From an optimization exercise on the open Yosys and OpenROAD flow, aimed at small area, a short achievable clock period and few clock cycles per item; shortcuts taken in it are not production practice.
Only simulation tests tie the RTL to the original design; equivalence was not proved.
Power figures rest on the tool's default switching activity, not on a simulated workload.

### flow/design.v
`default_nettype none
package sdq_pkg;
  localparam int unsigned TickW = 32;
  typedef enum logic [1:0] {
    OP_REQUEST = 2'd0,
    OP_QUERY   = 2'd1,
    OP_POP     = 2'd2,
    OP_IDLE    = 2'd3
  } opcode_e;
endpackage
`default_nettype wire
`default_nettype none
module sdq_tick_calc (
  input  logic [3:0]  r_i,       
  input  logic [11:0] d_i,       
  output logic [11:0] q_o,       
  output logic [3:0]  r_o        
);
  function automatic logic [7:0] nib_div10(input logic [7:0] v);
    case (v)
      8'd0: nib_div10 = {4'd0, 4'd0};
      8'd1: nib_div10 = {4'd0, 4'd1};
      8'd2: nib_div10 = {4'd0, 4'd2};
      8'd3: nib_div10 = {4'd0, 4'd3};
      8'd4: nib_div10 = {4'd0, 4'd4};
      8'd5: nib_div10 = {4'd0, 4'd5};
      8'd6: nib_div10 = {4'd0, 4'd6};
      8'd7: nib_div10 = {4'd0, 4'd7};
      8'd8: nib_div10 = {4'd0, 4'd8};
      8'd9: nib_div10 = {4'd0, 4'd9};
      8'd10: nib_div10 = {4'd1, 4'd0};
      8'd11: nib_div10 = {4'd1, 4'd1};
      8'd12: nib_div10 = {4'd1, 4'd2};
      8'd13: nib_div10 = {4'd1, 4'd3};
      8'd14: nib_div10 = {4'd1, 4'd4};
      8'd15: nib_div10 = {4'd1, 4'd5};
      8'd16: nib_div10 = {4'd1, 4'd6};
      8'd17: nib_div10 = {4'd1, 4'd7};
      8'd18: nib_div10 = {4'd1, 4'd8};
      8'd19: nib_div10 = {4'd1, 4'd9};
      8'd20: nib_div10 = {4'd2, 4'd0};
      8'd21: nib_div10 = {4'd2, 4'd1};
      8'd22: nib_div10 = {4'd2, 4'd2};
      8'd23: nib_div10 = {4'd2, 4'd3};
      8'd24: nib_div10 = {4'd2, 4'd4};
      8'd25: nib_div10 = {4'd2, 4'd5};
      8'd26: nib_div10 = {4'd2, 4'd6};
      8'd27: nib_div10 = {4'd2, 4'd7};
      8'd28: nib_div10 = {4'd2, 4'd8};
      8'd29: nib_div10 = {4'd2, 4'd9};
      8'd30: nib_div10 = {4'd3, 4'd0};
      8'd31: nib_div10 = {4'd3, 4'd1};
      8'd32: nib_div10 = {4'd3, 4'd2};
      8'd33: nib_div10 = {4'd3, 4'd3};
      8'd34: nib_div10 = {4'd3, 4'd4};
      8'd35: nib_div10 = {4'd3, 4'd5};
      8'd36: nib_div10 = {4'd3, 4'd6};
      8'd37: nib_div10 = {4'd3, 4'd7};
      8'd38: nib_div10 = {4'd3, 4'd8};
      8'd39: nib_div10 = {4'd3, 4'd9};
      8'd40: nib_div10 = {4'd4, 4'd0};
      8'd41: nib_div10 = {4'd4, 4'd1};
      8'd42: nib_div10 = {4'd4, 4'd2};
      8'd43: nib_div10 = {4'd4, 4'd3};
      8'd44: nib_div10 = {4'd4, 4'd4};
      8'd45: nib_div10 = {4'd4, 4'd5};
      8'd46: nib_div10 = {4'd4, 4'd6};
      8'd47: nib_div10 = {4'd4, 4'd7};
      8'd48: nib_div10 = {4'd4, 4'd8};
      8'd49: nib_div10 = {4'd4, 4'd9};
      8'd50: nib_div10 = {4'd5, 4'd0};
      8'd51: nib_div10 = {4'd5, 4'd1};
      8'd52: nib_div10 = {4'd5, 4'd2};
      8'd53: nib_div10 = {4'd5, 4'd3};
      8'd54: nib_div10 = {4'd5, 4'd4};
      8'd55: nib_div10 = {4'd5, 4'd5};
      8'd56: nib_div10 = {4'd5, 4'd6};
      8'd57: nib_div10 = {4'd5, 4'd7};
      8'd58: nib_div10 = {4'd5, 4'd8};
      8'd59: nib_div10 = {4'd5, 4'd9};
      8'd60: nib_div10 = {4'd6, 4'd0};
      8'd61: nib_div10 = {4'd6, 4'd1};
      8'd62: nib_div10 = {4'd6, 4'd2};
      8'd63: nib_div10 = {4'd6, 4'd3};
      8'd64: nib_div10 = {4'd6, 4'd4};
      8'd65: nib_div10 = {4'd6, 4'd5};
      8'd66: nib_div10 = {4'd6, 4'd6};
      8'd67: nib_div10 = {4'd6, 4'd7};
      8'd68: nib_div10 = {4'd6, 4'd8};
      8'd69: nib_div10 = {4'd6, 4'd9};
      8'd70: nib_div10 = {4'd7, 4'd0};
      8'd71: nib_div10 = {4'd7, 4'd1};
      8'd72: nib_div10 = {4'd7, 4'd2};
      8'd73: nib_div10 = {4'd7, 4'd3};
      8'd74: nib_div10 = {4'd7, 4'd4};
      8'd75: nib_div10 = {4'd7, 4'd5};
      8'd76: nib_div10 = {4'd7, 4'd6};
      8'd77: nib_div10 = {4'd7, 4'd7};
      8'd78: nib_div10 = {4'd7, 4'd8};
      8'd79: nib_div10 = {4'd7, 4'd9};
      8'd80: nib_div10 = {4'd8, 4'd0};
      8'd81: nib_div10 = {4'd8, 4'd1};
      8'd82: nib_div10 = {4'd8, 4'd2};
      8'd83: nib_div10 = {4'd8, 4'd3};
      8'd84: nib_div10 = {4'd8, 4'd4};
      8'd85: nib_div10 = {4'd8, 4'd5};
      8'd86: nib_div10 = {4'd8, 4'd6};
      8'd87: nib_div10 = {4'd8, 4'd7};
      8'd88: nib_div10 = {4'd8, 4'd8};
      8'd89: nib_div10 = {4'd8, 4'd9};
      8'd90: nib_div10 = {4'd9, 4'd0};
      8'd91: nib_div10 = {4'd9, 4'd1};
      8'd92: nib_div10 = {4'd9, 4'd2};
      8'd93: nib_div10 = {4'd9, 4'd3};
      8'd94: nib_div10 = {4'd9, 4'd4};
      8'd95: nib_div10 = {4'd9, 4'd5};
      8'd96: nib_div10 = {4'd9, 4'd6};
      8'd97: nib_div10 = {4'd9, 4'd7};
      8'd98: nib_div10 = {4'd9, 4'd8};
      8'd99: nib_div10 = {4'd9, 4'd9};
      8'd100: nib_div10 = {4'd10, 4'd0};
      8'd101: nib_div10 = {4'd10, 4'd1};
      8'd102: nib_div10 = {4'd10, 4'd2};
      8'd103: nib_div10 = {4'd10, 4'd3};
      8'd104: nib_div10 = {4'd10, 4'd4};
      8'd105: nib_div10 = {4'd10, 4'd5};
      8'd106: nib_div10 = {4'd10, 4'd6};
      8'd107: nib_div10 = {4'd10, 4'd7};
      8'd108: nib_div10 = {4'd10, 4'd8};
      8'd109: nib_div10 = {4'd10, 4'd9};
      8'd110: nib_div10 = {4'd11, 4'd0};
      8'd111: nib_div10 = {4'd11, 4'd1};
      8'd112: nib_div10 = {4'd11, 4'd2};
      8'd113: nib_div10 = {4'd11, 4'd3};
      8'd114: nib_div10 = {4'd11, 4'd4};
      8'd115: nib_div10 = {4'd11, 4'd5};
      8'd116: nib_div10 = {4'd11, 4'd6};
      8'd117: nib_div10 = {4'd11, 4'd7};
      8'd118: nib_div10 = {4'd11, 4'd8};
      8'd119: nib_div10 = {4'd11, 4'd9};
      8'd120: nib_div10 = {4'd12, 4'd0};
      8'd121: nib_div10 = {4'd12, 4'd1};
      8'd122: nib_div10 = {4'd12, 4'd2};
      8'd123: nib_div10 = {4'd12, 4'd3};
      8'd124: nib_div10 = {4'd12, 4'd4};
      8'd125: nib_div10 = {4'd12, 4'd5};
      8'd126: nib_div10 = {4'd12, 4'd6};
      8'd127: nib_div10 = {4'd12, 4'd7};
      8'd128: nib_div10 = {4'd12, 4'd8};
      8'd129: nib_div10 = {4'd12, 4'd9};
      8'd130: nib_div10 = {4'd13, 4'd0};
      8'd131: nib_div10 = {4'd13, 4'd1};
      8'd132: nib_div10 = {4'd13, 4'd2};
      8'd133: nib_div10 = {4'd13, 4'd3};
      8'd134: nib_div10 = {4'd13, 4'd4};
      8'd135: nib_div10 = {4'd13, 4'd5};
      8'd136: nib_div10 = {4'd13, 4'd6};
      8'd137: nib_div10 = {4'd13, 4'd7};
      8'd138: nib_div10 = {4'd13, 4'd8};
      8'd139: nib_div10 = {4'd13, 4'd9};
      8'd140: nib_div10 = {4'd14, 4'd0};
      8'd141: nib_div10 = {4'd14, 4'd1};
      8'd142: nib_div10 = {4'd14, 4'd2};
      8'd143: nib_div10 = {4'd14, 4'd3};
      8'd144: nib_div10 = {4'd14, 4'd4};
      8'd145: nib_div10 = {4'd14, 4'd5};
      8'd146: nib_div10 = {4'd14, 4'd6};
      8'd147: nib_div10 = {4'd14, 4'd7};
      8'd148: nib_div10 = {4'd14, 4'd8};
      8'd149: nib_div10 = {4'd14, 4'd9};
      8'd150: nib_div10 = {4'd15, 4'd0};
      8'd151: nib_div10 = {4'd15, 4'd1};
      8'd152: nib_div10 = {4'd15, 4'd2};
      8'd153: nib_div10 = {4'd15, 4'd3};
      8'd154: nib_div10 = {4'd15, 4'd4};
      8'd155: nib_div10 = {4'd15, 4'd5};
      8'd156: nib_div10 = {4'd15, 4'd6};
      8'd157: nib_div10 = {4'd15, 4'd7};
      8'd158: nib_div10 = {4'd15, 4'd8};
      8'd159: nib_div10 = {4'd15, 4'd9};
      default: nib_div10 = 8'd0;
    endcase
  endfunction
  logic [7:0] s2, s1, s0;
  always_comb begin
    s2  = nib_div10({r_i,     d_i[11:8]});
    s1  = nib_div10({s2[3:0], d_i[7:4]});
    s0  = nib_div10({s1[3:0], d_i[3:0]});
    q_o = {s2[7:4], s1[7:4], s0[7:4]};
    r_o = s0[3:0];
  end
endmodule
`default_nettype wire
`default_nettype none
module sorted_deadline_queue #(
  parameter int unsigned DEPTH          = 16,
  parameter int unsigned TICK_PERIOD_MS = 10
) (
  input  logic                       clk_i,
  input  logic                       rst_ni,
  input  logic                       cfg_we_i,
  input  logic [31:0]                cfg_wdata_i,
  input  logic                       in_valid_i,
  output logic                       in_ready_o,
  input  logic [1:0]                 opcode_i,
  input  logic [31:0]                now_tick_i,
  input  logic [31:0]                delay_ms_i,
  output logic                       out_valid_o,
  input  logic                       out_ready_i,
  output logic [31:0]                wait_ticks_o,
  output logic signed [31:0]         last_span_o,
  output logic [4:0]                 entry_count_o,
  output logic                       inserted_o,
  output logic                       overflow_o
);
  localparam int unsigned N = 16;
  function automatic logic [N-1:0] cinc(input logic [N-1:0] f, input logic [N-1:0] mge);
    logic [N-1:0] fm, pa, pb, r;
    fm    = f & mge;
    pa[0] = fm[0];
    pb[0] = f[0];
    for (int i = 1; i < N; i++) begin
      pa[i] = pa[i-1] | fm[i];
      pb[i] = pb[i-1] | f[i];
    end
    for (int i = 0; i < N; i++) begin
      r[i] = mge[i] ? pa[i] : (pa[N-1] | pb[i]);
    end
    cinc = r;
  endfunction
  function automatic logic [1:0] mcmp(input logic [31:0] a, input logic [31:0] b);
    logic [31:0] l0, g0;
    logic [15:0] l1, g1;
    logic [7:0]  l2, g2;
    logic [3:0]  l3, g3;
    logic [1:0]  l4, g4;
    logic        l5, g5;
    for (int i = 0; i < 31; i++) begin
      l0[i] = ~a[i] & b[i];
      g0[i] = a[i] & ~b[i];
    end
    l0[31] = 1'b0;
    g0[31] = 1'b0;
    for (int i = 0; i < 16; i++) begin
      l1[i] = l0[2*i+1] | (~g0[2*i+1] & l0[2*i]);
      g1[i] = g0[2*i+1] | (~l0[2*i+1] & g0[2*i]);
    end
    for (int i = 0; i < 8; i++) begin
      l2[i] = l1[2*i+1] | (~g1[2*i+1] & l1[2*i]);
      g2[i] = g1[2*i+1] | (~l1[2*i+1] & g1[2*i]);
    end
    for (int i = 0; i < 4; i++) begin
      l3[i] = l2[2*i+1] | (~g2[2*i+1] & l2[2*i]);
      g3[i] = g2[2*i+1] | (~l2[2*i+1] & g2[2*i]);
    end
    for (int i = 0; i < 2; i++) begin
      l4[i] = l3[2*i+1] | (~g3[2*i+1] & l3[2*i]);
      g4[i] = g3[2*i+1] | (~l3[2*i+1] & g3[2*i]);
    end
    l5 = l4[1] | (~g4[1] & l4[0]);
    g5 = g4[1] | (~l4[1] & g4[0]);
    mcmp = {a[31] ^ b[31] ^ l5, ~(a[31] ^ b[31]) & ~l5 & ~g5};
  endfunction
  function automatic logic [N-1:0] rot1(input logic [N-1:0] x);
    rot1 = {x[N-2:0], x[N-1]};
  endfunction
  function automatic logic [3:0] enc16(input logic [N-1:0] oh);
    logic [3:0] r;
    r = '0;
    for (int i = 0; i < N; i++) begin
      if (oh[i]) r = r | 4'(i);
    end
    enc16 = r;
  endfunction
  logic              stall;       
  logic              adv;         
  logic              m_v, k_v;
  logic [1:0]        m_op, k_op;
  logic [31:0]       m_now, k_now;
  logic [32:0]       m_d, k_d, in_d;
  logic              m_big, k_big, in_big;
  logic [1:0]        m_ph;
  logic [3:0]        m_rr;
  logic              m_it, m_rdy, m_free;
  logic [3:0]        cr_i, cr_o;
  logic [11:0]       cd_i, cq_o;
  logic [31:0]       calc_next;
  logic              v1;
  logic [1:0]        op1;
  logic [31:0]       now1, x1;
  logic              ve;
  logic [1:0]        ope;
  logic [31:0]       nowe, xe;
  logic              fb_q;        
  logic [N-1:0][31:0] ent;
  logic [N-1:0]      fa, fb, fe;  
  logic [3:0]        head, tail;
  logic              full;
  logic              v2;
  logic [1:0]        op2;
  logic [31:0]       now2;
  logic              ins2, ovf2, pw2, pr2;
  logic              v3;
  logic [31:0]       val3;
  logic              isq3, isp3, ins3, ovf3;
  logic [4:0]        cnt3;
  logic [31:0]       empty_wait_q;
  assign stall = v3 && !out_ready_i;
  always_ff @(posedge clk_i or negedge rst_ni) begin
    if (!rst_ni) begin
      empty_wait_q <= 32'd100;
    end else if (cfg_we_i) begin
      empty_wait_q <= cfg_wdata_i;
    end
  end
  assign in_ready_o = !k_v;
  assign in_d       = {1'b0, delay_ms_i} + 33'd9;
  assign in_big     = |in_d[32:12];
  assign m_rdy      = !m_it;
  assign m_free     = !m_v || (adv && m_rdy);
  always_ff @(posedge clk_i or negedge rst_ni) begin
    if (!rst_ni) begin
      m_v <= 1'b0;
      k_v <= 1'b0;
    end else if (m_free) begin
      m_v <= k_v || in_valid_i;
      k_v <= 1'b0;
    end else if (in_valid_i) begin
      k_v <= 1'b1;
    end
  end
  always_ff @(posedge clk_i) begin
    if (m_free) begin
      if (k_v) begin
        m_op  <= k_op;
        m_now <= k_now;
        m_d   <= k_d;
        m_big <= k_big;
      end else begin
        m_op  <= opcode_i;
        m_now <= now_tick_i;
        m_d   <= in_d;
        m_big <= in_big;
      end
    end else if (m_it) begin
      if (m_ph == 2'd0) begin
        m_d[31:24] <= cq_o[7:0];
      end else begin
        m_d[23:12] <= cq_o;
      end
    end
  end
  always_ff @(posedge clk_i) begin
    if (!m_free && !k_v) begin
      k_op  <= opcode_i;
      k_now <= now_tick_i;
      k_d   <= in_d;
      k_big <= in_big;
    end
  end
  logic [1:0] m_ph_d;
  logic       m_it_d;
  logic       nx_v, nx_big;
  logic [1:0] nx_op;
  always_comb begin
    if (m_free) begin
      m_ph_d = 2'd0;
      nx_v   = k_v || in_valid_i;
      nx_op  = k_v ? k_op : opcode_i;
      nx_big = k_v ? k_big : in_big;
    end else begin
      m_ph_d = m_it ? (m_ph + 2'd1) : m_ph;
      nx_v   = m_v;
      nx_op  = m_op;
      nx_big = m_big;
    end
    m_it_d = nx_v && (nx_op == sdq_pkg::OP_REQUEST)
          && ((m_ph_d == 2'd1) || ((m_ph_d == 2'd0) && nx_big));
  end
  always_ff @(posedge clk_i or negedge rst_ni) begin
    if (!rst_ni) begin
      m_ph <= 2'd0;
      m_it <= 1'b0;
    end else begin
      m_ph <= m_ph_d;
      m_it <= m_it_d;
    end
  end
  always_ff @(posedge clk_i) begin
    if (m_it) begin
      m_rr <= cr_o;
    end
  end
  always_comb begin
    if (!m_it) begin
      cr_i = (m_ph == 2'd2) ? m_rr : 4'd0;
      cd_i = m_d[11:0];
    end else if (m_ph == 2'd0) begin
      cr_i = 4'd0;
      cd_i = {3'd0, m_d[32:24]};
    end else begin
      cr_i = m_rr;
      cd_i = m_d[23:12];
    end
  end
  sdq_tick_calc u_tick_calc (
    .r_i (cr_i),
    .d_i (cd_i),
    .q_o (cq_o),
    .r_o (cr_o)
  );
  logic [12:0] nx_lo;
  logic [19:0] nx_hi0, nx_hi1;
  always_comb begin
    nx_lo     = {1'b0, m_now[11:0]} + {1'b0, cq_o};
    nx_hi0    = m_now[31:12] + m_d[31:12];
    nx_hi1    = nx_hi0 + 20'd1;
    calc_next = {nx_lo[12] ? nx_hi1 : nx_hi0, nx_lo[11:0]};
  end
  always_ff @(posedge clk_i or negedge rst_ni) begin
    if (!rst_ni) begin
      v1 <= 1'b0;
    end else if (adv) begin
      v1 <= m_v && m_rdy;
    end
  end
  always_ff @(posedge clk_i) begin
    if (adv) begin
      op1  <= m_op;
      now1 <= m_now;
      x1   <= (m_op == sdq_pkg::OP_POP) ? m_now : calc_next;
    end
  end
  logic [N-1:0] mge, mlt, hd, tl, vld;
  logic         wrap;
  logic         is_req, is_pop, exec;
  logic [N-1:0] vx, stop, g, stop_i, lead, vx_i, stop_p, first_stop, fnl;
  logic         any_stop, any_lead, any_fnl, fallback, dup, ins, ovf;
  logic [N-1:0] take_next, take_left, take_hold;
  logic [3:0]   head_fast, tail_ins;
  logic         was_empty, ran_empty, step;
  always_comb begin
    wrap = (tail < head);
    for (int j = 0; j < N; j++) begin
      mge[j] = (4'(j) >= head);
      mlt[j] = (4'(j) < tail);
      hd[j]  = (4'(j) == head);
      tl[j]  = (4'(j) == tail);
      vld[j] = full || (wrap ? (mge[j] || mlt[j]) : (mge[j] && mlt[j]));
    end
    is_req = (ope == sdq_pkg::OP_REQUEST);
    is_pop = (ope == sdq_pkg::OP_POP);
    exec   = ve && !fb_q && !stall;
    vx     = vld & fa;
    stop   = vld & ~fa & ~fb;
    g      = vld & (fa | ({N{is_pop}} & fe));
    stop_i = cinc(stop, mge);
    lead   = ~cinc(~g, mge);
    vx_i   = cinc(vx, mge);
    stop_p     = rot1(stop_i) & ~hd;
    first_stop = stop & ~stop_p;
    any_stop   = |stop;
    fnl        = ~lead & (rot1(lead) | hd);
    any_fnl    = |fnl;
    any_lead   = |lead;
    fallback = |(vx & ~lead & ~stop_i);
    dup      = |(first_stop & fe);
    ins      = is_req && !fallback && !dup && (!full || any_lead);
    ovf      = is_req && !fallback && !dup && full && !any_lead;
    step     = is_req && fallback;
    take_next = {N{exec && ins}} & (any_stop ? first_stop : tl);
    take_left = ({N{exec && ins}} & rot1(vld & stop_i))
              | ({N{exec && step}} & rot1(~vx_i) & ~hd);
    take_hold = ~take_next & ~take_left;
    head_fast = any_fnl ? enc16(fnl) : head;
    tail_ins  = tail + {3'd0, ins};
    was_empty = !full && (head == tail);
    ran_empty = !was_empty && !(|(vld & ~lead));
  end
  assign adv = !stall && !fb_q && !(ve && step);
  always_ff @(posedge clk_i or negedge rst_ni) begin
    if (!rst_ni) begin
      head <= '0;
      tail <= '0;
      full <= 1'b0;
      fb_q <= 1'b0;
      ve   <= 1'b0;
    end else begin
      if (!stall) begin
        fb_q <= exec && step;
      end
      if (adv) begin
        ve <= v1;
      end
      if (exec) begin
        if (step) begin
          head <= head + 4'd1;
          full <= 1'b0;
        end else if (is_req) begin
          head <= head_fast;
          tail <= tail_ins;
          full <= (head_fast == tail_ins) && (ins || (full && !any_lead));
        end else if (is_pop) begin
          head <= head_fast;
          full <= full && !any_lead;
        end
      end
    end
  end
  always_ff @(posedge clk_i) begin
    if (adv) begin
      ope  <= op1;
      nowe <= now1;
      xe   <= x1;
    end
  end
  logic [N-1:0][31:0] ent_d;
  always_comb begin
    for (int j = 0; j < N; j++) begin
      ent_d[j] = ({32{take_next[j]}} & xe)
               | ({32{take_left[j] & ~take_next[j]}} & ent[(j + N - 1) % N])
               | ({32{take_hold[j]}} & ent[j]);
    end
  end
  always_ff @(posedge clk_i) begin
    ent <= ent_d;
  end
  logic [31:0]  cmp_now, cmp_x;
  logic [N-1:0] ca, cb, ce;
  logic         xa, xb, xq;
  always_comb begin
    cmp_now = fb_q ? nowe : now1;
    cmp_x   = fb_q ? xe : x1;
    for (int j = 0; j < N; j++) begin
      logic [1:0] ra, rb;
      ra    = mcmp(ent[j], cmp_now);
      rb    = mcmp(ent[j], cmp_x);
      ca[j] = ra[1];
      cb[j] = rb[1];
      ce[j] = rb[0];
    end
    begin
      logic [1:0] ra, rb;
      ra = mcmp(xe, cmp_now);
      rb = mcmp(xe, cmp_x);
      xa = ra[1];
      xb = rb[1];
      xq = rb[0];
    end
  end
  always_ff @(posedge clk_i) begin
    if (!stall) begin
      fa <= ({N{xa}} & take_next) | (rot1(ca) & take_left & ~take_next) | (ca & take_hold);
      fb <= ({N{xb}} & take_next) | (rot1(cb) & take_left & ~take_next) | (cb & take_hold);
      fe <= ({N{xq}} & take_next) | (rot1(ce) & take_left & ~take_next) | (ce & take_hold);
    end
  end
  always_ff @(posedge clk_i or negedge rst_ni) begin
    if (!rst_ni) begin
      v2 <= 1'b0;
    end else if (!stall) begin
      v2 <= exec && !step;
    end
  end
  always_ff @(posedge clk_i) begin
    if (!stall) begin
      op2  <= ope;
      now2 <= nowe;
      ins2 <= ins;
      ovf2 <= ovf;
      pw2  <= was_empty;
      pr2  <= is_pop && ran_empty;
    end
  end
  logic [N-1:0] rd_sel;
  logic [31:0]  rd_ent, rd_diff, val_d;
  logic [4:0]   n_now;
  always_comb begin
    rd_sel  = pr2 ? {hd[0], hd[N-1:1]} : hd;
    rd_ent  = '0;
    for (int j = 0; j < N; j++) begin
      rd_ent = rd_ent | ({32{rd_sel[j]}} & ent[j]);
    end
    rd_diff = rd_ent - now2;
    n_now   = full ? 5'd16 : {1'b0, tail - head};
    if (op2 == sdq_pkg::OP_QUERY) begin
      val_d = (n_now == 5'd0) ? empty_wait_q : (rd_diff[31] ? 32'd0 : rd_diff);
    end else begin
      val_d = pw2 ? empty_wait_q : rd_diff;
    end
  end
  always_ff @(posedge clk_i or negedge rst_ni) begin
    if (!rst_ni) begin
      v3 <= 1'b0;
    end else if (!stall) begin
      v3 <= v2;
    end
  end
  always_ff @(posedge clk_i) begin
    if (!stall) begin
      val3 <= val_d;
      isq3 <= (op2 == sdq_pkg::OP_QUERY);
      isp3 <= (op2 == sdq_pkg::OP_POP);
      ins3 <= ins2;
      ovf3 <= ovf2;
      cnt3 <= n_now;
    end
  end
  assign out_valid_o   = v3;
  assign wait_ticks_o  = isq3 ? val3 : 32'd0;
  assign last_span_o   = isp3 ? signed'(val3) : 32'sd0;
  assign entry_count_o = cnt3;
  assign inserted_o    = ins3;
  assign overflow_o    = ovf3;
endmodule
`default_nettype wire
### flow/run.sh
#!/bin/bash
# synth_recipe.tcl (not shown) runs the flow's synth.tcl, then flattens the netlist and writes it again
# the make line also repeats each setting of config.mk as NAME=value (left out here)
make -C /OpenROAD-flow-scripts/flow DESIGN_CONFIG=/design/flow/config.mk WORK_HOME=/design/flow/orfs CLKGATE_MAP_FILE= SYNTH_SCRIPT=/design/flow/synth_recipe.tcl finish
### flow/config.mk
export PLATFORM = sky130hd
export DESIGN_NAME = sorted_deadline_queue
export DESIGN_NICKNAME = sorted_deadline_queue
export VERILOG_FILES = /design/flow/design.v
export SDC_FILE = /design/flow/constraint.sdc
export NUM_CORES = 4
export LEC_CHECK = 0
export CAP_MARGIN = 20
export CORE_MARGIN = 2
export CORE_UTILIZATION = 45
export PLACE_DENSITY = 0.6
export SLEW_MARGIN = 20
### flow/constraint.sdc
create_clock -name core_clock -period 12.0 [get_ports {clk_i}]
set_input_delay 2.4000 -clock core_clock [delete_from_list [all_inputs] [get_ports {clk_i}]]
set_output_delay 2.4000 -clock core_clock [all_outputs]
set_load 0.01 [all_outputs]
==> results of run 1 <==
[power breakdown]
group / switching (mW) / internal [mW] / total (mW)
logic: 12.5 / 5.97 / 18.5
clock network: 1.62 / 2.32 / 3.94
registers: 2.48 / 5.25 / 7.73
[layer usage]
layer	part of all wire (%)	vias to the layer above
met2	41	5145
met4	7.6	32
met5	0.058	-
met1	39	36800
li1	-	33500
met3	12	1041
[final cells by class]
cell class / instances / share of cell area, %
Tap cell: 2175 / 3.33
Timing Repair Buffer: 425 / 4.48
Sequential cell: 962 / 28.7
Inverter: 173 / 0.800
Clock inverter: 85 / 1.37
Multi-Input combinational cell: 7219 / 57.6
Clock buffer: 133 / 3.70
Antenna cell: 4 / 0.0122
[worst max path at each step]
stage,from,to,slack [ps],cells past startpoint
floorplan,tail[0],k_big,1400,21
global placement,m_ph[0],x1[31],2460,40
detailed placement,m_ph[0],x1[30],2640,39
CTS,m_ph[0],x1[26],2580,39
global route,m_ph[0],x1[30],1910,39
finish,m_ph[0],x1[26],2550,39
[cells by family after synthesis]
logic type,share of synthesized area [%]
compound gates,27.4
simple gates,14.6
buf+inv,6.14
flops,31.7
mux,10.3
fa+ha+maj,7.96
xor+xnor,1.93
[worst max-delay path, delay by kind of cell (launching register included)]
| kind | cells | cell delay [ps] |
|---|---|---|
| AOI/OAI and AO/OA | 18 | 3850 |
| xor gates and xnor gates | 1 | 140 |
| adders and majority gates | 4 | 1200 |
| buffers and inverters | 6 | 1020 |
| DFF | 1 | 390 |
| and+or+nand+nor | 10 | 2510 |
[cell usage in the layout, fill, tap and decap left out, drive strengths merged, types with 96 or more instances in the layout]
master,count
o21ai,1168
a21oi,975
nand2,932
nor2,742
mux2i,657
dfxtp,515
maj3,448
edfxtp,396
buf,250
inv,176
a31oi,175
clkdlybuf4s50,174
o31ai,153
a22oi,139
and2,135
clkbuf,134
nand3,112
ha,107
xnor2,101
mux2,96
[through the flow]
stage / setup slack (ps) / power [mW]
3_5_place_dp: 2640 / 25.4
5_1_grt: 1910 / 31.4
3_3_place_gp: 2460 / 25.3
6_report: 2550 / 30.2
4_1_cts: 2580 / 29.4
2_1_floorplan: 1400 / 18.0
==> impl_metrics.tcl, run 1 <==
set metrics [dict create \
    synth_ff_type "dfxtp_1" \
    via_count 76500 \
    dieHeight_um 410 \
    cts_sinks 962 \
    final_util_pct 50.1 \
    n_fill_cell 15600 \
    die_x_um 410 \
    gr-usage-met1_pct 55.8 \
    dr.pass1.iters 9 \
    drive_gt1_share_pct 8.75 \
    largest_reg_flops 512 \
    final_cells 11200 \
    period_share_pct 78.7 \
    syn_area_per_cell_um2 7.99 \
    drc 0 \
    grt_util_met2_pct 61.0 \
    grt_max_degree 71 \
    drtIter0Drc 12300 \
    fp-row-count 148 \
    synthArstFlopShare_pct 5.30 \
    maxSlewHeadroom_pct 11.7 \
    regToRegSetupSlack_ps 2550 \
    slew_violations 0 \
    antenna_found_initial 33 \
    post_cts_buffers 0 \
    min_path_type "reg2reg" \
    grt_usage_pct 42.3 \
    skew_ps 59.5 \
    ctsLongestPathBuffers 3 \
    rsz0062_at_grt "false" \
    place_congestion 1.04 \
    worstHoldStart "ins2" \
    hold_path_depth 0 \
    peakVddDrop_uv 430 \
    cp_slowest_cell "nor2_1" \
    finalCriticalPeriod_ps 9450 \
    criticalPathCategory "reg2reg" \
    cts_tree "done" \
    ys_warn_count 2 \
    ios 176 \
    final_area_mm2 0.0818 \
    syn_inst 9280 \
    drt-total-wl_um 370000 \
    vias_per_cell 6.85 \
    dp.cells 11000 \
    final_hold_viol_count 0 \
    syn_area_mm2 0.0741 \
    setup_viol 0 \
    grt_pass1_wl_um 519000 \
    cpMostUsedCell "a21oi_1" \
    largest_register "ent" \
    synth.ff_latch_count 962 \
    max_cap_violations 0 \
    die_area_mm2 0.168 \
    clkLatencyLatePin_ps 810 \
    wire_per_inst_um 33.1 \
    cts_made_buffers 115 \
    nets 9110 \
    max_freq_ghz 0.106 \
    end_kind "register" \
    postPlaceCellArea_mm2 0.0776 \
    status "complete, no violations" \
    holdPathEnd "ins3" \
    cpPeakStageDelay_ps 680 \
    synth_edf_count 396 \
    tightestPinTransition_ps 1320 \
    grt_pass1_vias 68900 \
    powerDensity_mw_per_mm2 369 \
    synth_area_leader_cell "edfxtp_1" \
    ant_nets 0 \
    cts.repair.resized 0 \
    synth_most_common_cell "a21oi_1" \
    synth_top_area_share_pct 16.0 \
    synthTopCellsByArea "edfxtp_1, dfxtp_1, mux2i_1" \
    overflow 0 \
    cp.required_ps 12460 \
    core-area_mm2 0.163 \
    r2r-start "m_ph[0]" \
    ys_seq_area_share_pct 31.7 \
    start_kind "register" \
    start_util_pct 45.4 \
    reg2reg_to "x1[26]" \
    ys_types 119 \
    ff2ff_path_depth 39 \
    multi_input_area_mm2 0.0471 \
    area_growth_pct 10.3 \
    cts_hold_buffers 0 \
    clkTransAtPathRegs_ps 60 \
    seqCellArea_mm2 0.0235 \
    top_usage_layer "met2" \
    path_max_fanout 15 \
    grt_use_met3_pct 11.6 \
    syn_nets 9494 \
    p_leak_nw 31.2 \
    hold_ws_ps 425 \
    worstPathArrival_ps 9910 \
    reg.largest.list "ent x512, k_d x33, m_d x33" \
    ys_top_cells_by_count "a21oi_1, o21ai_0, nand2_1" \
    place_hpwl_um 270000 \
    portBuffers 175 \
    cts_root_buf "clkbuf_16" \
    htreeDepth 3 \
    finalSetupTns_ps 0 \
]
Testbench counts, summed over its fixed seeds: cycles 4,912, items 4,812.
==> inputs of run 2 (changes only) <==
--- a/flow/design.v
+++ b/flow/design.v
@@ -264,14 +264,6 @@
   function automatic logic [N-1:0] rot1(input logic [N-1:0] x);
     rot1 = {x[N-2:0], x[N-1]};
   endfunction
-  function automatic logic [3:0] enc16(input logic [N-1:0] oh);
-    logic [3:0] r;
-    r = '0;
-    for (int i = 0; i < N; i++) begin
-      if (oh[i]) r = r | 4'(i);
-    end
-    enc16 = r;
-  endfunction
   logic              stall;       
   logic              adv;         
   logic              m_v, k_v;
@@ -282,8 +274,8 @@
   logic [1:0]        m_ph;
   logic [3:0]        m_rr;
   logic              m_it, m_rdy, m_free;
-  logic [3:0]        cr_i, cr_o;
-  logic [11:0]       cd_i, cq_o;
+  logic [3:0]        cr_i, cr_o, fr_o;
+  logic [11:0]       cd_i, cq_o, fq_o;
   logic [31:0]       calc_next;
   logic              v1;
   logic [1:0]        op1;
@@ -294,8 +286,7 @@
   logic              fb_q;        
   logic [N-1:0][31:0] ent;
   logic [N-1:0]      fa, fb, fe;  
-  logic [3:0]        head, tail;
-  logic              full;
+  logic [N-1:0]      hd, tl, vld, mge;
   logic              v2;
   logic [1:0]        op2;
   logic [31:0]       now2;
@@ -387,15 +378,14 @@
     end
   end
   always_ff @(posedge clk_i) begin
-    if (m_it) begin
+    if (m_free) begin
+      m_rr <= 4'd0;
+    end else if (m_it) begin
       m_rr <= cr_o;
     end
   end
   always_comb begin
-    if (!m_it) begin
-      cr_i = (m_ph == 2'd2) ? m_rr : 4'd0;
-      cd_i = m_d[11:0];
-    end else if (m_ph == 2'd0) begin
+    if (m_ph == 2'd0) begin
       cr_i = 4'd0;
       cd_i = {3'd0, m_d[32:24]};
     end else begin
@@ -403,19 +393,30 @@
       cd_i = m_d[23:12];
     end
   end
-  sdq_tick_calc u_tick_calc (
+  sdq_tick_calc u_tick_top (
     .r_i (cr_i),
     .d_i (cd_i),
     .q_o (cq_o),
     .r_o (cr_o)
   );
-  logic [12:0] nx_lo;
-  logic [19:0] nx_hi0, nx_hi1;
+  sdq_tick_calc u_tick_low (
+    .r_i (m_rr),
+    .d_i (m_d[11:0]),
+    .q_o (fq_o),
+    .r_o (fr_o)
+  );
+  logic [7:0][4:0] nx_s0, nx_s1;
+  logic [31:0]     nx_q;
+  logic [8:0]      nx_c;
   always_comb begin
-    nx_lo     = {1'b0, m_now[11:0]} + {1'b0, cq_o};
-    nx_hi0    = m_now[31:12] + m_d[31:12];
-    nx_hi1    = nx_hi0 + 20'd1;
-    calc_next = {nx_lo[12] ? nx_hi1 : nx_hi0, nx_lo[11:0]};
+    nx_q    = {m_d[31:12], fq_o};
+    nx_c[0] = 1'b0;
+    for (int b = 0; b < 8; b++) begin
+      nx_s0[b] = {1'b0, m_now[4*b +: 4]} + {1'b0, nx_q[4*b +: 4]};
+      nx_s1[b] = {1'b0, m_now[4*b +: 4]} + {1'b0, nx_q[4*b +: 4]} + 5'd1;
+      calc_next[4*b +: 4] = nx_c[b] ? nx_s1[b][3:0] : nx_s0[b][3:0];
+      nx_c[b+1] = nx_c[b] ? nx_s1[b][4] : nx_s0[b][4];
+    end
   end
   always_ff @(posedge clk_i or negedge rst_ni) begin
     if (!rst_ni) begin
@@ -431,23 +432,15 @@
       x1   <= (m_op == sdq_pkg::OP_POP) ? m_now : calc_next;
     end
   end
-  logic [N-1:0] mge, mlt, hd, tl, vld;
-  logic         wrap;
+  logic         full;
   logic         is_req, is_pop, exec;
   logic [N-1:0] vx, stop, g, stop_i, lead, vx_i, stop_p, first_stop, fnl;
   logic         any_stop, any_lead, any_fnl, fallback, dup, ins, ovf;
   logic [N-1:0] take_next, take_left, take_hold;
-  logic [3:0]   head_fast, tail_ins;
+  logic [N-1:0] hd_d, tl_d, vld_d, mge_d;
   logic         was_empty, ran_empty, step;
   always_comb begin
-    wrap = (tail < head);
-    for (int j = 0; j < N; j++) begin
-      mge[j] = (4'(j) >= head);
-      mlt[j] = (4'(j) < tail);
-      hd[j]  = (4'(j) == head);
-      tl[j]  = (4'(j) == tail);
-      vld[j] = full || (wrap ? (mge[j] || mlt[j]) : (mge[j] && mlt[j]));
-    end
+    full = &vld;
     is_req = (ope == sdq_pkg::OP_REQUEST);
     is_pop = (ope == sdq_pkg::OP_POP);
     exec   = ve && !fb_q && !stall;
@@ -472,17 +465,35 @@
     take_left = ({N{exec && ins}} & rot1(vld & stop_i))
               | ({N{exec && step}} & rot1(~vx_i) & ~hd);
     take_hold = ~take_next & ~take_left;
-    head_fast = any_fnl ? enc16(fnl) : head;
-    tail_ins  = tail + {3'd0, ins};
-    was_empty = !full && (head == tail);
+    was_empty = !(|vld);
     ran_empty = !was_empty && !(|(vld & ~lead));
   end
+  always_comb begin
+    if (step) begin
+      hd_d  = rot1(hd);
+      tl_d  = tl;
+      vld_d = vld & ~hd;
+    end else if (is_req || is_pop) begin
+      hd_d  = any_fnl ? fnl : hd;
+      tl_d  = ins ? rot1(tl) : tl;
+      vld_d = (vld & ~lead) | ({N{ins}} & tl);
+    end else begin
+      hd_d  = hd;
+      tl_d  = tl;
+      vld_d = vld;
+    end
+    mge_d[0] = hd_d[0];
+    for (int j = 1; j < N; j++) begin
+      mge_d[j] = mge_d[j-1] | hd_d[j];
+    end
+  end
   assign adv = !stall && !fb_q && !(ve && step);
   always_ff @(posedge clk_i or negedge rst_ni) begin
     if (!rst_ni) begin
-      head <= '0;
-      tail <= '0;
-      full <= 1'b0;
+      hd   <= {{(N-1){1'b0}}, 1'b1};
+      tl   <= {{(N-1){1'b0}}, 1'b1};
+      vld  <= '0;
+      mge  <= '1;
       fb_q <= 1'b0;
       ve   <= 1'b0;
     end else begin
@@ -493,17 +504,10 @@
         ve <= v1;
       end
       if (exec) begin
-        if (step) begin
-          head <= head + 4'd1;
-          full <= 1'b0;
-        end else if (is_req) begin
-          head <= head_fast;
-          tail <= tail_ins;
-          full <= (head_fast == tail_ins) && (ins || (full && !any_lead));
-        end else if (is_pop) begin
-          head <= head_fast;
-          full <= full && !any_lead;
-        end
+        hd  <= hd_d;
+        tl  <= tl_d;
+        vld <= vld_d;
+        mge <= mge_d;
       end
     end
   end
@@ -582,7 +586,10 @@
       rd_ent = rd_ent | ({32{rd_sel[j]}} & ent[j]);
     end
     rd_diff = rd_ent - now2;
-    n_now   = full ? 5'd16 : {1'b0, tail - head};
+    n_now   = '0;
+    for (int j = 0; j < N; j++) begin
+      n_now = n_now + {4'd0, vld[j]};
+    end
     if (op2 == sdq_pkg::OP_QUERY) begin
       val_d = (n_now == 5'd0) ? empty_wait_q : (rd_diff[31] ? 32'd0 : rd_diff);
     end else begin
--- a/flow/config.mk
+++ b/flow/config.mk
@@ -9,4 +9,5 @@
 export CORE_MARGIN = 2
 export CORE_UTILIZATION = 45
 export PLACE_DENSITY = 0.6
+export SETUP_SLACK_MARGIN = 5
 export SLEW_MARGIN = 20
==> run 2 against run 1 <==
Register-to-register slack better by 2400 ps; first-iteration DRC count is 1.4% higher; area after synthesis is 5.3% higher; synthesized cell count up 4.3%; utilization grew 0.12 points; largest cell class unchanged; largest power group unchanged.
==> impl_metrics.tcl, run 2 <==
set metrics [dict create \
    status "complete, no violations" \
    r2r-start "fb_q" \
    cts_made_buffers 132 \
    reg2reg_to "fa[8]" \
    setup_viol 0 \
    drive_gt1_share_pct 9.25 \
    p_clk_share_pct 14.0 \
    powerDensity_mw_per_mm2 354 \
    p_seq_share_pct 24.2 \
    cp_num_buf_inv 3 \
    cts_root_buf "clkbuf_16" \
    cp_slowest_cell "nor4_1" \
    crit_path_cell_trace "buf_4 > buf_4 > mux2i_4 > buf_4 > and2_1 > a21oi_1 > o31ai_1 > o21ai_0 > o211ai_1 > a211oi_1 > o22a_1 > nor4_1 > o311a_1 > xnor2_1 > mux2i_1 > o21ai_1" \
    p_sw_mw 16.5 \
    rsz0062_at_grt "true" \
    tightestPinTransition_ps 1280 \
    syn_area_per_cell_um2 8.07 \
    core-area_mm2 0.172 \
    maxSlewHeadroom_pct 14.5 \
    power.internal_mw 14.0 \
    dr.pass1.iters 10 \
    synthTopCellsByArea "edfxtp_1, dfxtp_1, mux2i_1" \
    ys_seq_area_share_pct 31.7 \
    peakVddDrop_uv 316 \
    synth.ff_latch_count 1014 \
    dp_slack_ps 3310 \
    ff2ff_path_depth 16 \
    syn_nets 9913 \
    synthArstFlopShare_pct 10.4 \
    hold_path_depth 0 \
    syn_inst 9676 \
    ys_types 112 \
    final.setup.worst_slack_ps 4910 \
    final_hold_viol_count 0 \
    slew_violations 0 \
    portBuffers 175 \
    largest_register "ent" \
    drt-total-wl_um 373000 \
    period_share_pct 59.1 \
    regToRegSetupSlack_ps 4910 \
    cpPeakStageDelay_ps 1010 \
    drc 0 \
    clkTransAtPathRegs_ps 60 \
    cts_tree "done" \
    ys_top_cells_by_count "a21oi_1, nor2_1, o21ai_0" \
    overflow 0 \
    grt_pass1_wl_um 526000 \
    synth_top_area_share_pct 15.0 \
    dieHeight_um 421 \
    cts_sinks 1014 \
    holdPathEnd "ins3" \
    synth_ff_type "dfxtp_1" \
    wire_per_inst_um 32.0 \
    max_cap_violations 0 \
    finalCriticalPeriod_ps 7090 \
    cpMostUsedCell "buf_4" \
    power_mw 30.5 \
    final_area_mm2 0.0864 \
    place_hpwl_um 257000 \
    final_util_pct 50.2 \
    worstHoldStart "ins2" \
    p_leak_nw 34.6 \
    antenna_found_initial 15 \
    place_congestion 1.00 \
    synth_edf_count 390 \
    min_path_type "reg2reg" \
    startpoint "fb_q" \
    end_kind "register" \
    via_count 80000 \
    htreeDepth 4 \
    synth_area_leader_cell "edfxtp_1" \
    postPlaceCellArea_mm2 0.0811 \
    n_fill_cell 16400 \
    layout_commonest_cell "a21oi_1" \
    fp-row-count 152 \
    cp.required_ps 12530 \
    layout_common_cells "a21oi_1, nor2_1, o21ai_0" \
    pwr-share-comb_pct 61.8 \
    ios 176 \
    ctsLongestPathBuffers 3 \
    criticalPathCategory "reg2reg" \
    synth_most_common_cell "a21oi_1" \
    grt_usage_pct 40.8 \
    clkLatencyLatePin_ps 840 \
    grt_max_degree 74 \
    area_growth_pct 10.6 \
    syn_area_mm2 0.0781 \
    ys_warn_count 2 \
    max_freq_ghz 0.141 \
    drtIter0Drc 12500 \
    crit_family "compound AO/OA/AOI/OAI gates" \
    die_area_mm2 0.177 \
    path_max_fanout 45 \
    largest_reg_flops 512 \
    skew_ps 40.7 \
    vias_per_cell 6.86 \
    die_x_um 421 \
    finalSetupTns_ps 0 \
    start_util_pct 45.4 \
    nets 9484 \
    worstPathArrival_ps 7620 \
    timing.critical_path.depth 16 \
    cts_hold_buffers 0 \
    grt_pass1_vias 72000 \
    p_sw_share_pct 54.2 \
    start_kind "register" \
    ant_nets 0 \
]
-- run 2: changes by cell type in the layout (fill, tap and decap cells not counted), sizes merged, moves of 35 or more --
cell / delta
a221oi: +93
nor2: +186
mux2i: +40
clkbuf: +48
maj3: -35
a222oi: -60
a22o: +117
o21ai: -193
dfrtp: +37
a22oi: -98
a21oi: +198
nand2: -177
inv: +48
-- run 2: metal layers --
layer,global-route usage (%),wire [um]
met5,0,93
met4,30.0,34500
met3,10.3,42400
met2,60.4,156000
met1,51.2,140000
-- run 2: worst register-to-register path, delay by kind of cell, from the launching register on --
family	cells	cell delay, ps
xor+xnor	1	210
compound gates	8	2170
simple gates	2	1590
mux	2	590
flops	1	700
buf+inv	3	1560
-- run 2: logic make-up after synthesis --
kind of cell               after synthesis  synth area share (%)
adders and majority gates              547                  7.62
DFF                                   1014                  31.7
buffers and inverters                 1195                  6.43
xor gates and xnor gates               150                  1.68
muxes                                  814                  10.8
and+or+nand+nor                       2504                  14.8
AOI/OAI and AO/OA                     3452                  27.1
-- run 2: what timing repair did --
item,CTS,global route
endpoints found under the setup margin,33,170
pin swaps,25,20
buffers inserted,29,15
gates cloned,2,1
resized for setup,51,16
-- run 2: through the flow --
step / instances / hold slack, ps
3_5_place_dp: 11400 / 420
2_1_floorplan: 9676 / 400
6_report: 11700 / 426
3_3_place_gp: 11400 / 405
4_1_cts: 11600 / 434
5_1_grt: 11700 / 440
-- run 2: cell type report --
| class | count | area [um^2] | area share (%) |
|---|---|---|---|
| diodes | 5 | 12.5 | 0.0145 |
| clock buffers | 182 | 3850 | 4.46 |
| clock inverters | 59 | 698 | 0.808 |
| inverters | 219 | 836 | 0.967 |
| multi-input cells | 7469 | 49700 | 57.5 |
| flip-flops and latches | 1014 | 24800 | 28.7 |
| well taps | 2310 | 2890 | 3.35 |
| repair buffers | 410 | 3620 | 4.20 |
| repair inverters | 1 | 5.00 | 0.00579 |
-- run 2: power groups by stage --
stage / sequential [mW] / clock, mW / combinational [mW]
2_1_floorplan: 5.88 / 0 / 12.1
3_3_place_gp: 7.34 / 0 / 17.4
3_5_place_dp: 7.38 / 0 / 17.6
4_1_cts: 7.29 / 4.30 / 18.1
5_1_grt: 7.48 / 4.42 / 19.8
6_report: 7.39 / 4.27 / 18.9
-- run 2: worst max path at each step --
stage / to
after floorplan: x1[31]
after global placement: x1[31]
after detailed placement: x1[29]
after CTS: x1[31]
after global routing: x1[29]
final: fa[8]
Testbench counts of run 2, summed over its fixed seeds: cycles 4,912, items 4,812.
==> inputs of run 3 (changes only) <==
--- a/flow/design.v
+++ b/flow/design.v
@@ -277,6 +277,9 @@
   logic [3:0]        cr_i, cr_o, fr_o;
   logic [11:0]       cd_i, cq_o, fq_o;
   logic [31:0]       calc_next;
+  logic              vd;
+  logic [1:0]        opd;
+  logic [31:0]       nowd, qd;
   logic              v1;
   logic [1:0]        op1;
   logic [31:0]       now1, x1;
@@ -405,31 +408,33 @@
     .q_o (fq_o),
     .r_o (fr_o)
   );
-  logic [7:0][4:0] nx_s0, nx_s1;
-  logic [31:0]     nx_q;
-  logic [8:0]      nx_c;
-  always_comb begin
-    nx_q    = {m_d[31:12], fq_o};
-    nx_c[0] = 1'b0;
-    for (int b = 0; b < 8; b++) begin
-      nx_s0[b] = {1'b0, m_now[4*b +: 4]} + {1'b0, nx_q[4*b +: 4]};
-      nx_s1[b] = {1'b0, m_now[4*b +: 4]} + {1'b0, nx_q[4*b +: 4]} + 5'd1;
-      calc_next[4*b +: 4] = nx_c[b] ? nx_s1[b][3:0] : nx_s0[b][3:0];
-      nx_c[b+1] = nx_c[b] ? nx_s1[b][4] : nx_s0[b][4];
+  always_ff @(posedge clk_i or negedge rst_ni) begin
+    if (!rst_ni) begin
+      vd <= 1'b0;
+    end else if (adv) begin
+      vd <= m_v && m_rdy;
+    end
+  end
+  always_ff @(posedge clk_i) begin
+    if (adv) begin
+      opd  <= m_op;
+      nowd <= m_now;
+      qd   <= {m_d[31:12], fq_o};
     end
   end
+  assign calc_next = nowd + qd;
   always_ff @(posedge clk_i or negedge rst_ni) begin
     if (!rst_ni) begin
       v1 <= 1'b0;
     end else if (adv) begin
-      v1 <= m_v && m_rdy;
+      v1 <= vd;
     end
   end
   always_ff @(posedge clk_i) begin
     if (adv) begin
-      op1  <= m_op;
-      now1 <= m_now;
-      x1   <= (m_op == sdq_pkg::OP_POP) ? m_now : calc_next;
+      op1  <= opd;
+      now1 <= nowd;
+      x1   <= (opd == sdq_pkg::OP_POP) ? nowd : calc_next;
     end
   end
   logic         full;
==> run 3 against run 2 <==
Still clean; critical path depth increased by 2; sequential share of layout area increased by 2.2 points; via count decreased by 2.3%; clock power increased by 2%; clock-buffer cell count decreased by 3; highest routed layer unchanged.
==> impl_metrics.tcl, run 3 <==
set metrics [dict create \
    status "complete, no violations" \
    ys_warn_count 2 \
    ant_nets 0 \
    syn_nets 9837 \
    rsz0062_at_grt "true" \
    finalSetupTns_ps 0 \
    startpoint "nowe[1]" \
    synth_edf_count 456 \
    start_util_pct 45.4 \
    reg2reg_to "fa[0]" \
    via_count 78200 \
    syn_inst 9614 \
    path_max_fanout 15 \
    ys_seq_area_share_pct 34.3 \
    layout_commonest_cell "o21ai_0" \
    slew_violations 0 \
    p_clk_share_pct 21.9 \
    powerDensity_mw_per_mm2 230 \
    clkTransAtPathRegs_ps 60 \
    finalCriticalPeriod_ps 7030 \
    grt_usage_pct 40.3 \
    criticalPathCategory "reg2reg" \
    grt_pass1_vias 70500 \
    clkLatencyLatePin_ps 840 \
    cts_root_buf "clkbuf_16" \
    portBuffers 175 \
    ys_top_cells_by_count "o21ai_0, nand2_1, a21oi_1" \
    place_hpwl_um 257000 \
    dieHeight_um 421 \
    dr.pass1.iters 9 \
    hold_ws_ps 415 \
    synth.ff_latch_count 1081 \
    ios 176 \
    drtIter0Drc 11500 \
    r2r-start "nowe[1]" \
    maxSlewHeadroom_pct 13.8 \
    p_leak_nw 31.6 \
    place_congestion 1.05 \
    syn_area_mm2 0.0781 \
    pwr-share-comb_pct 46.4 \
    hold_path_depth 0 \
    largest_reg_flops 512 \
    fp-row-count 152 \
    end_kind "register" \
    layout_common_cells "o21ai_0, nand2_1, a21oi_1" \
    area_growth_pct 11.2 \
    synth_ff_type "dfxtp_1" \
    setup_viol 0 \
    vias_per_cell 6.72 \
    skew_ps 37.2 \
    power_mw 20.0 \
    synth_top_area_share_pct 17.5 \
    synthArstFlopShare_pct 9.81 \
    antenna_found_initial 9 \
    drt-total-wl_um 368000 \
    grt_max_degree 161 \
    syn_area_per_cell_um2 8.13 \
    final_util_pct 50.5 \
    p_sw_share_pct 47.2 \
    dp_slack_ps 3960 \
    cts_tree "done" \
    nets 9427 \
    synthTopCellsByArea "edfxtp_1, dfxtp_1, mux2i_1" \
    grt_pass1_wl_um 516000 \
    final_hold_viol_count 0 \
    worstPathArrival_ps 7670 \
    core-area_mm2 0.172 \
    power.internal_mw 10.5 \
    cp.required_ps 12650 \
    die_x_um 421 \
    drc 0 \
    largest_register "ent" \
    regToRegSetupSlack_ps 4970 \
    die_area_mm2 0.177 \
    p_sw_mw 9.44 \
    worstHoldStart "m_now[25]" \
    ctsLongestPathBuffers 3 \
    max_freq_ghz 0.142 \
    synth_area_leader_cell "edfxtp_1" \
    wire_per_inst_um 31.7 \
    tightestPinTransition_ps 1280 \
    ff2ff_path_depth 18 \
    cts_made_buffers 134 \
    period_share_pct 58.6 \
    final.setup.worst_slack_ps 4970 \
    htreeDepth 4 \
    start_kind "register" \
    peakVddDrop_uv 172 \
    ys_types 102 \
    drive_gt1_share_pct 8.68 \
    holdPathEnd "nowd[25]" \
    p_seq_share_pct 31.7 \
    cts_sinks 1081 \
    min_path_type "reg2reg" \
    max_cap_violations 0 \
    overflow 0 \
    synth_most_common_cell "o21ai_0" \
]
==> run 3: worst max-delay path by stage <==
| stage | slack, ps | endpoint | cells after the start |
|---|---|---|---|
| finish | 4970 | fa[0] | 18 |
| floorplan | 5000 | now1[0] | 16 |
| global route | 4880 | fa[10] | 21 |
| CTS | 4960 | fa[10] | 19 |
| detailed placement | 3960 | val3[5] | 26 |
| global placement | 3840 | fb[9] | 16 |
==> run 3: cell families (layout without fill, tap and decap cells) <==
logic type	after synthesis	count (layout)	share of synthesized area, %
mux	796	797	10.5
flops	1081	1081	34.3
compound gates	3395	3395	26.1
fa+ha+maj	561	561	7.69
buf+inv	1167	868	5.78
other cells	0	4	0
xor+xnor	126	126	1.41
simple gates	2488	2489	14.3
==> run 3: cell type report <==
class | count | area, um^2
Antenna cell | 4 | 10.0
Clock buffer | 179 | 3810
Clock inverter | 70 | 857
Fill cell | 16300 | 85300
Inverter | 228 | 863
Multi-Input combinational cell | 7368 | 48000
Sequential cell | 1081 | 26800
Tap cell | 2310 | 2890
Timing Repair Buffer | 390 | 3630
Timing Repair inverter | 1 | 5.00
==> run 3: what timing repair did <==
| action | in CTS | in global routing |
|---|---|---|
| endpoints found under the setup margin | 814 | 382 |
| resized for setup | 35 | 51 |
| cloned | 2 | 2 |
| hold buffers | 0 | 0 |
| hold endpoints to repair | 0 | 0 |
| buffers inserted | 9 | 14 |
| pin swaps | 5 | 5 |
==> run 3: power by group through the flow <==
stage / combinational (mW) / sequential, mW / clock, mW
2_1_floorplan: 6.21 / 5.38 / 0
3_3_place_gp: 8.65 / 6.32 / 0
3_5_place_dp: 8.82 / 6.35 / 0
4_1_cts: 8.90 / 6.26 / 4.40
5_1_grt: 9.84 / 6.40 / 4.54
6_report: 9.27 / 6.34 / 4.37
==> run 3: stage by stage <==
step	std cells	instance area (um^2)
finish	11600	86800
global route	11600	86800
CTS	11600	86500
detailed placement	11300	81500
global placement	11300	81500
floorplan	9614	78200
==> run 3: routing by layer <==
layer / vias up / global-route usage, % / share of wire (%)
met2: 5074 / 59.7 / 42
li1: 34500 / - / -
met3: 1093 / 12.0 / 12
met4: 6 / 25.8 / 7.4
met5: - / 0 / 0.012
met1: 37600 / 50.8 / 38
==> run 3: worst max-delay path, stage by stage, from the launching register on <==
cell and delay [ps]:
edfxtp_1 620, nand3_1 690, a21oi_1 120, o21ai_0 220, maj3_1 220, maj3_1 230
a221oi_1 80, a2111oi_0 740, o221a_2 380, a2111oi_0 70, or3_1 540, a311oi_1 840
maj3_1 340, nor2_1 60, a2111oi_0 760, nor2_1 290, xnor2_1 310, mux2i_1 100
mux2i_1 210
Testbench counts of run 3, summed over its fixed seeds: cycles 4,920, items 4,812.
==> inputs of run 4 (changes only) <==
--- a/flow/config.mk
+++ b/flow/config.mk
@@ -7,7 +7,7 @@
 export LEC_CHECK = 0
 export CAP_MARGIN = 20
 export CORE_MARGIN = 2
-export CORE_UTILIZATION = 45
-export PLACE_DENSITY = 0.6
+export CORE_UTILIZATION = 50
+export PLACE_DENSITY = 0.62
 export SETUP_SLACK_MARGIN = 5
 export SLEW_MARGIN = 20
==> run 4 against run 3 <==
Sequential share of layout area up 0.089 points; clock-buffer cell count unchanged; worst hold slack better by 1.2 ps; area after synthesis unchanged; first-iteration DRC count up 1.9%; clock power down 2%; cell count down 2.1%; utilization up 5.2 points; final area down 0.28%; register-to-register slack worse by 110 ps; die area down 9.9%; sequential power down 1%; critical endpoint is now fa[1].
==> impl_metrics.tcl, run 4 <==
set metrics [dict create \
    synth_edf_count 456 \
    pwr-share-comb_pct 47.2 \
    worstHoldStart "m_now[8]" \
    overflow 0 \
    synth_area_leader_cell "edfxtp_1" \
    ys_warn_count 2 \
    die_x_um 399 \
    n_fill_cell 14300 \
    power_mw 20.0 \
    power.internal_mw 10.5 \
    powerDensity_mw_per_mm2 230 \
    ys_top_cells_by_count "o21ai_0, nand2_1, a21oi_1" \
    grt_max_degree 142 \
    cp_num_buf_inv 2 \
    criticalPathCategory "reg2reg" \
    p_sw_share_pct 47.5 \
    p_sw_mw 9.49 \
    start_util_pct 50.2 \
    cp.required_ps 12540 \
    clkTransAtPathRegs_ps 60 \
    fp-row-count 145 \
    vias_per_cell 6.97 \
    layout_common_cells "o21ai_0, nand2_1, a21oi_1" \
    ant_nets 0 \
    max_cap_violations 0 \
    rsz0062_at_grt "true" \
    grt_pass1_wl_um 520000 \
    final_hold_viol_count 0 \
    cts_sinks 1081 \
    p_clk_share_pct 21.4 \
    grt_usage_pct 44.7 \
    period_share_pct 59.5 \
    largest_register "ent" \
    max_freq_ghz 0.140 \
    ctsLongestPathBuffers 3 \
    startpoint "fb_q" \
    cts_root_buf "clkbuf_16" \
    p_seq_share_pct 31.4 \
    cts_made_buffers 132 \
    maxSlewHeadroom_pct 7.97 \
    synthArstFlopShare_pct 9.81 \
    htreeDepth 4 \
    cp_slowest_cell "a2111oi_1" \
    wire_per_inst_um 32.4 \
    cpMostUsedCell "maj3_1" \
    slew_violations 0 \
    layout_commonest_cell "o21ai_0" \
    syn_nets 9837 \
    drtIter0Drc 11800 \
    cts_tree "done" \
    path_max_fanout 35 \
    ios 176 \
    nets 9431 \
    via_count 79400 \
    finalSetupTns_ps 0 \
    synthTopCellsByArea "edfxtp_1, dfxtp_1, mux2i_1" \
    synth_ff_type "dfxtp_1" \
    clkLatencyLatePin_ps 830 \
    area_growth_pct 10.8 \
    syn_inst 9614 \
    setup_viol 0 \
    dieHeight_um 399 \
    tightestPinTransition_ps 1370 \
    syn_area_mm2 0.0781 \
    portBuffers 175 \
    start_kind "register" \
    r2r-start "fb_q" \
    crit_path_cell_trace "buf_8 > mux2i_2 > buf_4 > o21ai_0 > o21ai_0 > maj3_1 > maj3_1 > a221oi_1 > a2111oi_1 > o221a_2 > a2111oi_0 > or3_1 > a311oi_2 > maj3_1 > nor2_1 > a2111oi_1 > nor2_1 > xnor2_1 > mux2i_1 > o21ai_1" \
    skew_ps 48.2 \
    syn_area_per_cell_um2 8.13 \
    ys_seq_area_share_pct 34.3 \
    dp.cells 11100 \
    peakVddDrop_uv 228 \
    finalCriticalPeriod_ps 7140 \
    synth_top_area_share_pct 17.5 \
    cts_hold_buffers 0 \
    synth.ff_latch_count 1081 \
    place_congestion 1.09 \
    core-area_mm2 0.156 \
    crit_family "compound AO/OA/AOI/OAI gates" \
    regToRegSetupSlack_ps 4860 \
    end_kind "register" \
    drt-total-wl_um 369000 \
    cpPeakStageDelay_ps 820 \
    largest_reg_flops 512 \
    status "complete, no violations" \
    worstPathArrival_ps 7680 \
    final_cells 11400 \
    place_hpwl_um 255000 \
    ys_types 102 \
    antenna_found_initial 13 \
    p_leak_nw 31.6 \
    min_path_type "reg2reg" \
    synth_most_common_cell "o21ai_0" \
    drc 0 \
    die_area_mm2 0.159 \
    dr.pass1.iters 7 \
    drive_gt1_share_pct 8.81 \
    grt_pass1_vias 72500 \
]
run 4: cell types whose count changed in the layout (fill, tap and decap cells not counted), sizes merged:
cell      before  now
clkbuf       180  187
clkinvlp      13    9
a32o           2    3
nor2         626  627
diode          4    9
buf          215  213
clkinv        42   40
mux2i        669  668
a21oi        854  855
run 4: worst paths after layout:
kind,cells past startpoint,endpoint
worst max-delay path,20,fa[1]
worst min-delay path,0,nowd[8]
worst max register to register,20,fa[1]
worst min register to register,0,nowd[8]
max in group asynchronous,2,hd[2]
min in group asynchronous,1,vld[7]
run 4: what timing repair did:
action / 4_1_cts / 5_1_grt
pin swaps: 7 / 4
resized for setup: 61 / 69
setup endpoints to repair: 770 / 617
buffers inserted: 23 / 6
gates cloned: 3 / 2
run 4: worst reg2reg max path, delay by kind of cell, from the launching register on:
kind	cells	cell delay [ps]
flip-flops	1	540
AND/OR/NAND/NOR	3	960
AO/OA/AOI/OAI	9	2940
multiplexers	2	760
adder cells (fa/ha/maj)	3	790
buffers and inverters	2	660
XOR/XNOR	1	250
run 4: logic make-up (layout without fill, tap and decap cells):
group / count (synthesis) / after routing / share of synthesized area (%)
compound gates: 3395 / 3397 / 26.1
mux: 796 / 796 / 10.5
fa+ha+maj: 561 / 561 / 7.69
simple gates: 2488 / 2490 / 14.3
xor+xnor: 126 / 126 / 1.41
flops: 1081 / 1081 / 34.3
buf+inv: 1167 / 867 / 5.78
other cells: 0 / 9 / 0
run 4: layout make-up:
type | instances | area, um^2 | area share, %
clock inverter | 65 | 933 | 1.08
tap | 2058 | 2570 | 2.97
multi-input combinational | 7370 | 48100 | 55.5
inverter | 228 | 863 | 0.997
antenna | 9 | 22.5 | 0.0260
sequential | 1081 | 26800 | 30.9
clock buffer | 179 | 3630 | 4.19
timing repair buffer | 395 | 3700 | 4.28
run 4: power by group through the flow:
| stage | combinational, mW | sequential [mW] | clock [mW] |
|---|---|---|---|
| finish | 9.42 | 6.26 | 4.27 |
| global route | 9.99 | 6.32 | 4.43 |
| CTS | 9.03 | 6.19 | 4.29 |
| detailed placement | 8.89 | 6.28 | 0 |
| global placement | 8.73 | 6.25 | 0 |
| floorplan | 6.21 | 5.38 | 0 |
run 4: routing by layer:
layer	vias up	GRT usage, %	share of wire (%)
met5	-	1.15	0.11
met4	18	30.3	8.1
met3	1417	16.6	13
met2	5604	65.4	42
met1	37900	54.5	37
li1	34400	-	-
run 4: metrics by stage:
step | worst slack [ps] | area, um^2 | hold WS, ps | util, %
after global placement | 4070 | 81200 | 400 | 52.2
after global routing | 4940 | 86600 | 419 | 55.6
after detailed placement | 4010 | 81200 | 406 | 52.2
after floorplan | 5000 | 78200 | 400 | -
final | 4860 | 86600 | 416 | 55.6
after CTS | 5000 | 86200 | 416 | 55.4
==> inputs of run 5 (changes only) <==
--- a/flow/config.mk
+++ b/flow/config.mk
@@ -7,7 +7,7 @@
 export LEC_CHECK = 0
 export CAP_MARGIN = 20
 export CORE_MARGIN = 2
-export CORE_UTILIZATION = 50
-export PLACE_DENSITY = 0.62
+export CORE_UTILIZATION = 55
+export PLACE_DENSITY = 0.65
 export SETUP_SLACK_MARGIN = 5
 export SLEW_MARGIN = 20
==> run 5 against run 4 <==
The layout now fails its checks (capacitance limit, slew limit); combinational power up 0.4%; utilization is 5.4 points higher; cell count down 1.4%.
==> impl_metrics.tcl, run 5 <==
set metrics [dict create \
    status "failed layout checks" \
    so.violations "capacitance limit, slew limit" \
    drc 0 \
    dr.pass1.iters 10 \
    worstHoldStart "m_now[2]" \
    clkTransAtPathRegs_ps 70 \
    drive_gt1_share_pct 8.78 \
    antenna_found_initial 25 \
    grt_pass1_wl_um 520000 \
    synthXorXnorAreaFrac_pct 1.41 \
    synth_most_common_cell "o21ai_0" \
    ys_seq_area_share_pct 34.3 \
    p_leak_nw 31.5 \
    max_cap_violations 1 \
    syn_area_per_cell_um2 8.13 \
    synth_top_family_by_area "compound AO/OA/AOI/OAI gates" \
    area_growth_pct 10.3 \
    synth_top_area_share_pct 17.5 \
    drtIter0Drc 13500 \
    ant_nets 0 \
    skew_ps 40.0 \
    place_hpwl_um 254000 \
    grt_pass1_vias 72900 \
    start_util_pct 55.3 \
    cp.required_ps 12570 \
    regToRegSetupSlack_ps 4810 \
    drt-total-wl_um 372000 \
    hold_path_depth 0 \
    dieHeight_um 381 \
    cp_slowest_cell "a2111oi_1" \
    start_kind "register" \
    final_hold_viol_count 0 \
    finalSetupTns_ps 0 \
    cts_sinks 1081 \
    slew_violations 17 \
    synthMuxAreaShare_pct 10.5 \
    layout_commonest_cell "o21ai_0" \
    grt_max_degree 140 \
    tightestPinTransition_ps 1570 \
    ys_top_cells_by_count "o21ai_0, nand2_1, a21oi_1" \
    grt_usage_pct 48.7 \
    largest_reg_flops 512 \
    crit_path_cell_trace "nand3b_1 > a21oi_1 > o32ai_1 > a21oi_1 > o211ai_1 > nand3_1 > o21ai_0 > a21o_1 > o2111a_1 > a2111oi_1 > or3_1 > nand3_1 > maj3_1 > o31ai_1 > a31oi_1 > mux2i_1 > nand3_1 > a31oi_2" \
    syn_nets 9837 \
    die_area_mm2 0.145 \
    syn_area_mm2 0.0781 \
    min_path_type "reg2reg" \
    ys_types 102 \
    end_kind "register" \
    ctsLongestPathBuffers 3 \
    peakVddDrop_uv 425 \
    synth-simple-area-share_pct 14.3 \
    clkLatencyLatePin_ps 830 \
    reg2reg_to "fa[9]" \
    synth_area_leader_cell "edfxtp_1" \
    cpMostUsedCell "nand3_1" \
    synthTopCellsByArea "edfxtp_1, dfxtp_1, mux2i_1" \
    cts_tree "done" \
    overflow 0 \
    place_congestion 1.07 \
    setup_viol 0 \
    nets 9438 \
    cts_root_buf "clkbuf_16" \
    ff2ff_path_depth 18 \
    maxSlewHeadroom_pct -5.04 \
    synth_fa_ha_area_share_pct 7.69 \
    ys_warn_count 2 \
    vias_per_cell 7.23 \
    max_freq_ghz 0.139 \
    fp-row-count 138 \
    postPlaceCellArea_mm2 0.0810 \
    cpPeakStageDelay_ps 810 \
    period_share_pct 59.9 \
    finalCriticalPeriod_ps 7190 \
    holdPathEnd "nowd[2]" \
    largest_register "ent" \
    ios 176 \
    die_x_um 381 \
    synth_compound_area_share_pct 26.1 \
    powerDensity_mw_per_mm2 231 \
    synth_edf_count 456 \
    cts_made_buffers 121 \
    portBuffers 175 \
    core-area_mm2 0.141 \
    path_max_fanout 15 \
    criticalPathCategory "reg2reg" \
    synth_ff_type "dfxtp_1" \
    r2r-start "now1[0]" \
    final_area_mm2 0.0862 \
    rsz0062_at_grt "true" \
    synth.ff_latch_count 1081 \
    wire_per_inst_um 33.1 \
    layout_common_cells "o21ai_0, nand2_1, a21oi_1" \
    cts_hold_buffers 0 \
    syn_inst 9614 \
    via_count 81200 \
    synthArstFlopShare_pct 9.81 \
    htreeDepth 3 \
    worstPathArrival_ps 7770 \
]
-- run 5: final cells by class --
cell class              count  area, um^2
multi-input cells        7373       48100
flip-flops and latches   1081       26800
fillers                 12400       55100
well taps                1890        2360
clock buffers             155        3270
repair inverters            1        5.00
repair buffers            409        3780
inverters                 228         863
clock inverters            76        1030
diodes                     11        27.5
-- run 5: cells by family (layout without fill, tap and decap cells) --
family,after synthesis,count (layout)
AOI/OAI and AO/OA,3395,3400
and+or+nand+nor,2488,2490
buffers and inverters,1167,869
DFF,1081,1081
muxes,796,796
adders and majority gates,561,561
xor gates and xnor gates,126,126
other,0,11
-- run 5: worst max path at each step --
stage                     cells after the start  startpoint       end
after floorplan                              16      vld[0]   now1[0]
after global placement                       25         pr2  val3[29]
after detailed placement                     25         pr2   val3[9]
after CTS                                    17      vld[1]    fa[13]
after global routing                         20      ope[0]    fa[10]
final                                        18     now1[0]     fa[9]
-- run 5: metal layers --
metal | track usage, % | wire length, um | vias up
li1 | - | - | 34500
met1 | 60.2 | 132000 | 38100
met2 | 68.9 | 149000 | 6747
met3 | 18.0 | 54900 | 1840
met4 | 36.5 | 35800 | 36
met5 | 0.761 | 679 | -
-- run 5: power by group --
part / leakage (nW) / switching, mW / internal, mW
sequential: 10.1 / 1.33 / 5.01
clock: 2.06 / 1.76 / 2.33
combinational: 19.4 / 6.47 / 2.98
total: 31.5 / 9.56 / 10.3
-- run 5: worst max-delay path, delay by kind of cell (launching register included) --
family,cells,cell delay (ps)
DFF,1,650
muxes,1,240
adders and majority gates,1,570
and+or+nand+nor,5,1520
AOI/OAI and AO/OA,11,3950
-- run 5: through the flow --
step	power, mW	setup WS, ps	utilization [%]	hold WS [ps]	std cells
2_1_floorplan	11.6	5000	-	400	9614
3_3_place_gp	15.0	4220	57.3	401	10900
3_5_place_dp	15.2	4100	57.3	405	10900
4_1_cts	19.3	5010	60.6	419	11200
5_1_grt	20.5	4970	61.0	420	11200
6_report	19.9	4810	61.0	419	11200
-- run 5: what timing repair did --
action                                 in CTS  in global routing
buffers inserted                            7                 36
resized for setup                          30                 57
endpoints found under the hold margin       0                  0
setup endpoints to repair                 345                485
gates cloned                                2                  6
pin swaps                                   6                  8
